What follows belongs to an exercise in optimizing a design on an open flow for small area; a production flow would make more cautious choices. The RTL was checked by simulation tests, not by an equivalence proof against the original design. No activity file was given, so power comes from the tool's default toggle rates.

## run.sh

```bash
#!/bin/bash
# synth_recipe.tcl (not shown) runs the flow's synth.tcl, then flattens the netlist and writes it again
# the make line also repeats each setting of config.mk as NAME=value (left out here)
make -C /OpenROAD-flow-scripts/flow DESIGN_CONFIG=/design/flow/config.mk WORK_HOME=/design/flow/orfs CLKGATE_MAP_FILE= SYNTH_SCRIPT=/design/flow/synth_recipe.tcl finish
```

## config.mk

```make
export PLATFORM = sky130hd
export DESIGN_NAME = range_match_tree_param
export DESIGN_NICKNAME = range_match_tree_param
export VERILOG_FILES = /design/flow/design.v
export SDC_FILE = /design/flow/constraint.sdc
export NUM_CORES = 4
export LEC_CHECK = 0
export CAP_MARGIN = 20
export CORE_MARGIN = 2
export CORE_UTILIZATION = 40
export SLEW_MARGIN = 20
```

## constraint.sdc

```tcl
create_clock -name core_clock -period 6.0 [get_ports {clk}]
set_input_delay 1.2000 -clock core_clock [delete_from_list [all_inputs] [get_ports {clk}]]
set_output_delay 1.2000 -clock core_clock [all_outputs]
set_load 0.01 [all_outputs]
```

## design.v

```verilog
package rmt_pkg;
    function automatic int node_count(input int depth);
        node_count = (1 << depth) - 1;
    endfunction
    function automatic int leaf_count(input int depth);
        leaf_count = 1 << depth;
    endfunction
    function automatic int child_index(input int node, input logic go_right);
        child_index = 2 * node + (go_right ? 2 : 1);
    endfunction
    function automatic int leaf_offset(input int depth);
        leaf_offset = node_count(depth);
    endfunction
    function automatic int node_idx_width(input int depth);
        node_idx_width = depth + 1;
    endfunction
endpackage
module rmt_level_stage
#(
    parameter int DATA_WIDTH = 32,
    parameter int LEVEL      = 0,
    localparam int NB        = 1 << LEVEL,
    localparam int PW        = (LEVEL > 0) ? LEVEL : 1
) (
    input  logic                     clk,
    input  logic                     reset,
    input  logic                     in_valid,
    input  logic [DATA_WIDTH-1:0]    in_key,
    input  logic [PW-1:0]            in_path,
    input  logic [NB*DATA_WIDTH-1:0] bounds,
    output logic                     out_valid,
    output logic [DATA_WIDTH-1:0]    out_key,
    output logic [LEVEL:0]           out_path
);
    logic [DATA_WIDTH-1:0] bound;
    logic                  go_right;
    always_comb begin
        bound = '0;
        for (int j = 0; j < NB; j++)
            if (LEVEL == 0 || in_path == PW'(j))
                bound = bound | bounds[j*DATA_WIDTH +: DATA_WIDTH];
    end
    always_comb begin
        go_right = 1'b1;
        for (int i = 0; i < DATA_WIDTH; i++)
            go_right = (in_key[i] & ~bound[i]) | ((in_key[i] | ~bound[i]) & go_right);
    end
    always_ff @(posedge clk) begin
        if (reset) out_valid <= 1'b0;
        else       out_valid <= in_valid;
    end
    always_ff @(posedge clk) out_key <= in_key;
    if (LEVEL == 0) begin : g_root
        always_ff @(posedge clk) out_path <= go_right;
    end else begin : g_inner
        always_ff @(posedge clk) out_path <= {in_path, go_right};
    end
endmodule
module range_match_tree_param
#(
    parameter int DATA_WIDTH = 32,
    parameter int DEPTH      = 5,
    parameter int RIDS_WIDTH = 32,
    localparam int NODE_W    = rmt_pkg::node_idx_width(DEPTH),
    localparam int NODES     = rmt_pkg::node_count(DEPTH),
    localparam int LEAVES    = rmt_pkg::leaf_count(DEPTH),
    localparam int WDATA_W   = (DATA_WIDTH > RIDS_WIDTH) ? DATA_WIDTH : RIDS_WIDTH
) (
    input  logic                  clk,
    input  logic                  reset,
    input  logic                  in_valid,
    input  logic [DATA_WIDTH-1:0] in_key,
    input  logic                  cfg_we,
    input  logic                  cfg_sel,
    input  logic [NODE_W-1:0]     cfg_addr,
    input  logic [WDATA_W-1:0]    cfg_wdata,
    output logic                  out_valid,
    output logic [RIDS_WIDTH-1:0] out_rids,
    output logic [DEPTH-1:0]      out_leaf
);
    logic [NODES*DATA_WIDTH-1:0]  bnd;
    logic [RIDS_WIDTH-1:0]        rids_mem [LEAVES];
    logic [DATA_WIDTH-1:0] wdata_b;
    logic [RIDS_WIDTH-1:0] wdata_r;
    assign wdata_b = cfg_wdata[DATA_WIDTH-1:0] & {DATA_WIDTH{~reset}};
    assign wdata_r = cfg_wdata[RIDS_WIDTH-1:0] & {RIDS_WIDTH{~reset}};
    for (genvar i = 0; i < NODES; i++) begin : g_bnd
        logic we;
        assign we = reset | (cfg_we & ~cfg_sel & (cfg_addr == NODE_W'(i)));
        always_ff @(posedge clk)
            if (we) bnd[i*DATA_WIDTH +: DATA_WIDTH] <= wdata_b;
    end
    for (genvar i = 0; i < LEAVES; i++) begin : g_rids
        logic we;
        assign we = reset | (cfg_we & cfg_sel & (cfg_addr == NODE_W'(i)));
        always_ff @(posedge clk)
            if (we) rids_mem[i] <= wdata_r;
    end
    logic                  s_valid [DEPTH+1];
    logic [DATA_WIDTH-1:0] s_key   [DEPTH+1];
    logic                  s0_valid;
    logic [DATA_WIDTH-1:0] s0_key;
    always_ff @(posedge clk) begin
        if (reset) s0_valid <= 1'b0;
        else       s0_valid <= in_valid;
    end
    always_ff @(posedge clk) s0_key <= in_key;
    assign s_valid[0] = s0_valid;
    assign s_key[0]   = s0_key;
    logic [DEPTH-1:0] leaf;
    for (genvar lvl = 0; lvl < DEPTH; lvl++) begin : g_level
        localparam int PW = (lvl > 0) ? lvl : 1;
        logic [PW-1:0]  path_in;
        logic [lvl:0]   path_out;
        rmt_level_stage #(
            .DATA_WIDTH(DATA_WIDTH),
            .LEVEL     (lvl)
        ) u_stage (
            .clk      (clk),
            .reset    (reset),
            .in_valid (s_valid[lvl]),
            .in_key   (s_key[lvl]),
            .in_path  (path_in),
            .bounds   (bnd[((1 << lvl) - 1)*DATA_WIDTH +: (1 << lvl)*DATA_WIDTH]),
            .out_valid(s_valid[lvl+1]),
            .out_key  (s_key[lvl+1]),
            .out_path (path_out)
        );
        if (lvl == 0) begin : g_p0
            assign path_in = 1'b0;
        end else begin : g_pn
            assign path_in = g_level[lvl-1].path_out;
        end
        if (lvl == DEPTH-1) begin : g_leaf
            assign leaf = path_out;
        end
    end
    logic [RIDS_WIDTH-1:0] rids_rd;
    always_comb begin
        rids_rd = '0;
        for (int j = 0; j < LEAVES; j++)
            if (leaf == DEPTH'(j)) rids_rd = rids_rd | rids_mem[j];
    end
    always_ff @(posedge clk) begin
        if (reset) begin
            out_valid <= 1'b0;
            out_rids  <= '0;
            out_leaf  <= '0;
        end else begin
            out_valid <= s_valid[DEPTH];
            if (s_valid[DEPTH]) begin
                out_rids <= rids_rd;
                out_leaf <= leaf;
            end
        end
    end
endmodule
```

==> flow_metrics.tcl <==
set metrics [dict create \
    post-route-period-util_pct 85.0 \
    path_class "flop to flop" \
    finalHoldViolations 0 \
    clkPwrFrac_pct 34.3 \
    io_buffers 112 \
    p_seq_share_pct 50.3 \
    dieArea_um2 207000 \
    cts_hold_buffers 0 \
    rsz0062_at_grt "false" \
    pwr-share-comb_pct 15.3 \
    drive_above_1_share_pct 15.5 \
    vias 46300 \
    critPathMaxFanout 64 \
    area_delta_synth_final_pct 15.4 \
    slowest_stage "dfxtp_4" \
    grt-ovfl-total 0 \
    totalWireLength_mm 240 \
    clk_latency_ns 0.86 \
    end_kind "flop" \
    dr.pass1.iters 8 \
    ant_nets 0 \
    power_switching_mw 10.2 \
    ys_seq_area_share_pct 79.7 \
    synth.ff_latch_count 2235 \
    setup_violations 0 \
    via_per_inst 6.04 \
    critPathTopFamily "compound AO/OA/AOI/OAI gates" \
    finalSetupTns_ns 0 \
    synthCells 4537 \
    ys.flop_type "edfxtp_1" \
    tritoncts "done" \
    tightest_slew_ns 1.17 \
    synth_area_um2 81400 \
    core_um2 202000 \
    drt_iter0_drc 7465 \
    finalMaxSlewViolations 0 \
    cts_max_path_buffers 3 \
    die_w_um 455 \
    grt_max_degree 85 \
    rows 165 \
    period_minus_slack_ns 5.10 \
    final_area_um2 94000 \
    final_cell_mix "edfxtp_1 (2016), a22oi_1 (285), clkbuf_16 (210), dfxtp_1 (210), a221oi_1 (203)" \
    cp.required_ns 6.76 \
    ys.warnings.count 12 \
    status "timing/DRC/antenna clean" \
    synth_fp_nets 4612 \
    antenna_found_initial 16 \
    critPathBufInv 1 \
    start_util_pct 40.3 \
    finalPower_mw 37.8 \
    synth_edf_count 2016 \
    layout_commonest_cell "edfxtp_1" \
    hpwl_mm 140 \
    internal_power_mw 27.6 \
    post_cts_resize_count 0 \
    cp-start-kind "flop" \
    crit_chain "buf_4 -> nor3_1 -> a221oi_1 -> a21oi_1 -> nor4b_1 -> maj3_1 -> maj3_1 -> a221oi_1 -> nor2_1 -> a2111oi_0 -> o31ai_1 -> a211oi_1 -> o31ai_1 -> o22ai_1 -> maj3_1 -> a22oi_1" \
    crit_top_cell "maj3_1" \
    cts_setup_buffers 0 \
    cts.clk_slew.worst_paths_ns 0.06 \
    dieHeight_um 455 \
    gp_congestion 0.864 \
    max_freq_ghz 0.196 \
    final_nets 4875 \
    utilization_pct 46.5 \
    powerDensity_nw_per_um2 402 \
    grt_pass1_vias 44400 \
    drv_cap 0 \
    drc_errors 0 \
    grt_pass1_wl_mm 335 \
    switching_share_pct 27.0 \
    synth_cell_type_count 78 \
    cp.arrival_ns 5.86 \
    power.leakage_nw 31.2 \
    avgSynthCellArea_um2 18.0 \
    place_area_um2 87300 \
    relSlewSlack_pct 22.0 \
    ys_async_sr_fraction_pct 0 \
    h-tree-depth 4 \
    numCtsBuffers 207 \
    gr-usage-all-layers_pct 22.8 \
    irDropWorstVdd_mv 0.300 \
    routedWlPerCell_um 31.3 \
    cts.sinks 2235 \
    worstHoldPathType "flop to flop" \
    fin_skew_ns 0.0248 \
    slowest_delay_ns 0.85 \
    io_pins 113 \
    cts-root-buf "clkbuf_16" \
]
synthesized netlist by cell type (18+ instances only):
library cell	count	share of area, %
mux2i_1	62	0.76
inv_1	63	0.29
nand2_1	120	0.55
edfxtp_1	2016	74
nor2_1	148	0.68
o31ai_1	19	0.18
a22o_1	196	2.1
nand3_1	42	0.26
clkbuf_1	200	0.92
a222oi_1	37	0.45
a221oi_1	203	2.2
nor3_1	87	0.53
dfxtp_1	219	5.4
nand4_1	114	0.88
nor2b_1	70	0.54
nand2b_1	37	0.28
o21bai_1	20	0.18
mux4_2	72	2.0
buf_1	18	0.083
a22oi_1	285	2.6
mux2_2	40	0.55
maj3_1	27	0.33
a21oi_1	59	0.36
o21ai_0	47	0.29
a21o_1	48	0.44
cell families after synthesis:
kind of cell	synth area share, %
compound gates	10.1
fa+ha+maj	0.442
buf+inv	1.41
flops	79.7
mux	3.34
simple gates	4.97
layout make-up:
type                    instances  area, um2
diodes                          7       17.5
clock buffers                 283       5780
clock inverters               106        928
fillers                     17000     108000
inverters                      63        236
multi-input cells            2005      16300
flip-flops and latches       2235      64900
well taps                    2672       3340
repair buffers                288       2500
through the flow:
| stage | worst slack [ns] | hold WS (ns) | instances |
|---|---|---|---|
| finish | 0.903 | 0.351 | 7659 |
| global route | 0.585 | 0.357 | 7658 |
| CTS | 1.01 | 0.349 | 7652 |
| detailed placement | 1.03 | 0.338 | 7263 |
| global placement | 1.03 | 0.333 | 7259 |
| floorplan | 1.78 | 0.323 | 4537 |
registers in the layout, indices dropped and copies added (netlist names):
signal	flops
rids_mem	1024
bnd	992
g_level.u_stage.out_key	128
out_rids	32
s0_key	32
g_level.u_stage.out_path	15
g_level.u_stage.out_valid	5
out_leaf	5
out_valid	1
s0_valid	1
power by group through the flow:
stage	clock network, mW	registers, mW	logic, mW
after detailed placement	0	19.4	5.67
after floorplan	0	18.9	3.57
final	13.0	19.0	5.79
after global routing	13.7	19.1	6.11
after CTS	13.1	19.0	5.69
after global placement	0	19.3	5.60
worst paths after layout:
path                                  start                        endpoint  slack (ns)  cells after the start
max reg2reg  g_level[3].u_stage.out_path[1]  g_level[4].u_stage.out_path[0]        0.90                     16
max          g_level[3].u_stage.out_path[1]  g_level[4].u_stage.out_path[0]        0.90                     16
min                              s0_key[19]  g_level[0].u_stage.out_key[19]        0.35                      0
min reg2reg                      s0_key[19]  g_level[0].u_stage.out_key[19]        0.35                      0
layer usage:
| layer | wire [um] | global-route usage, % |
|---|---|---|
| met4 | 7720 | 7.83 |
| met5 | 0 | 0 |
| met3 | 24600 | 4.24 |
| met2 | 111000 | 35.4 |
| met1 | 96500 | 32.2 |

what the ideal ports hide:
The flow's constraints put no driver on any port. The routed layout listed below was extracted and timed again, unchanged, in two steps. Step 1 (the two cells are an assumption about what drives the block):
set clk [get_ports {clk}]
set_driving_cell -lib_cell sky130_fd_sc_hd__clkbuf_16 $clk
set_driving_cell -lib_cell sky130_fd_sc_hd__buf_2 [delete_from_list [all_inputs] $clk]
Step 2 moves the port delays by t, midway between the first and last clock arrival at a register: inputs arrive t later, outputs are due t later. That takes back most of the time a late clock gives input paths. Three values: no drivers, after step 1, after step 2; two values: the first two.
shift t [ns]: 0.931
setup slack, ns: 0.903 / 0.903 / 0.903
latest minus earliest clock arrival (ns): 0.033 / 0.032
slew at the worst register clock pin (ns): 0.07 / 0.07
worst data-port slew with drivers (ns): 0.23
After both steps setup and hold are still met in this run. For this run, drivers alone change the setup slack by 0.000 ns; drivers and shift together by 0.000 ns.
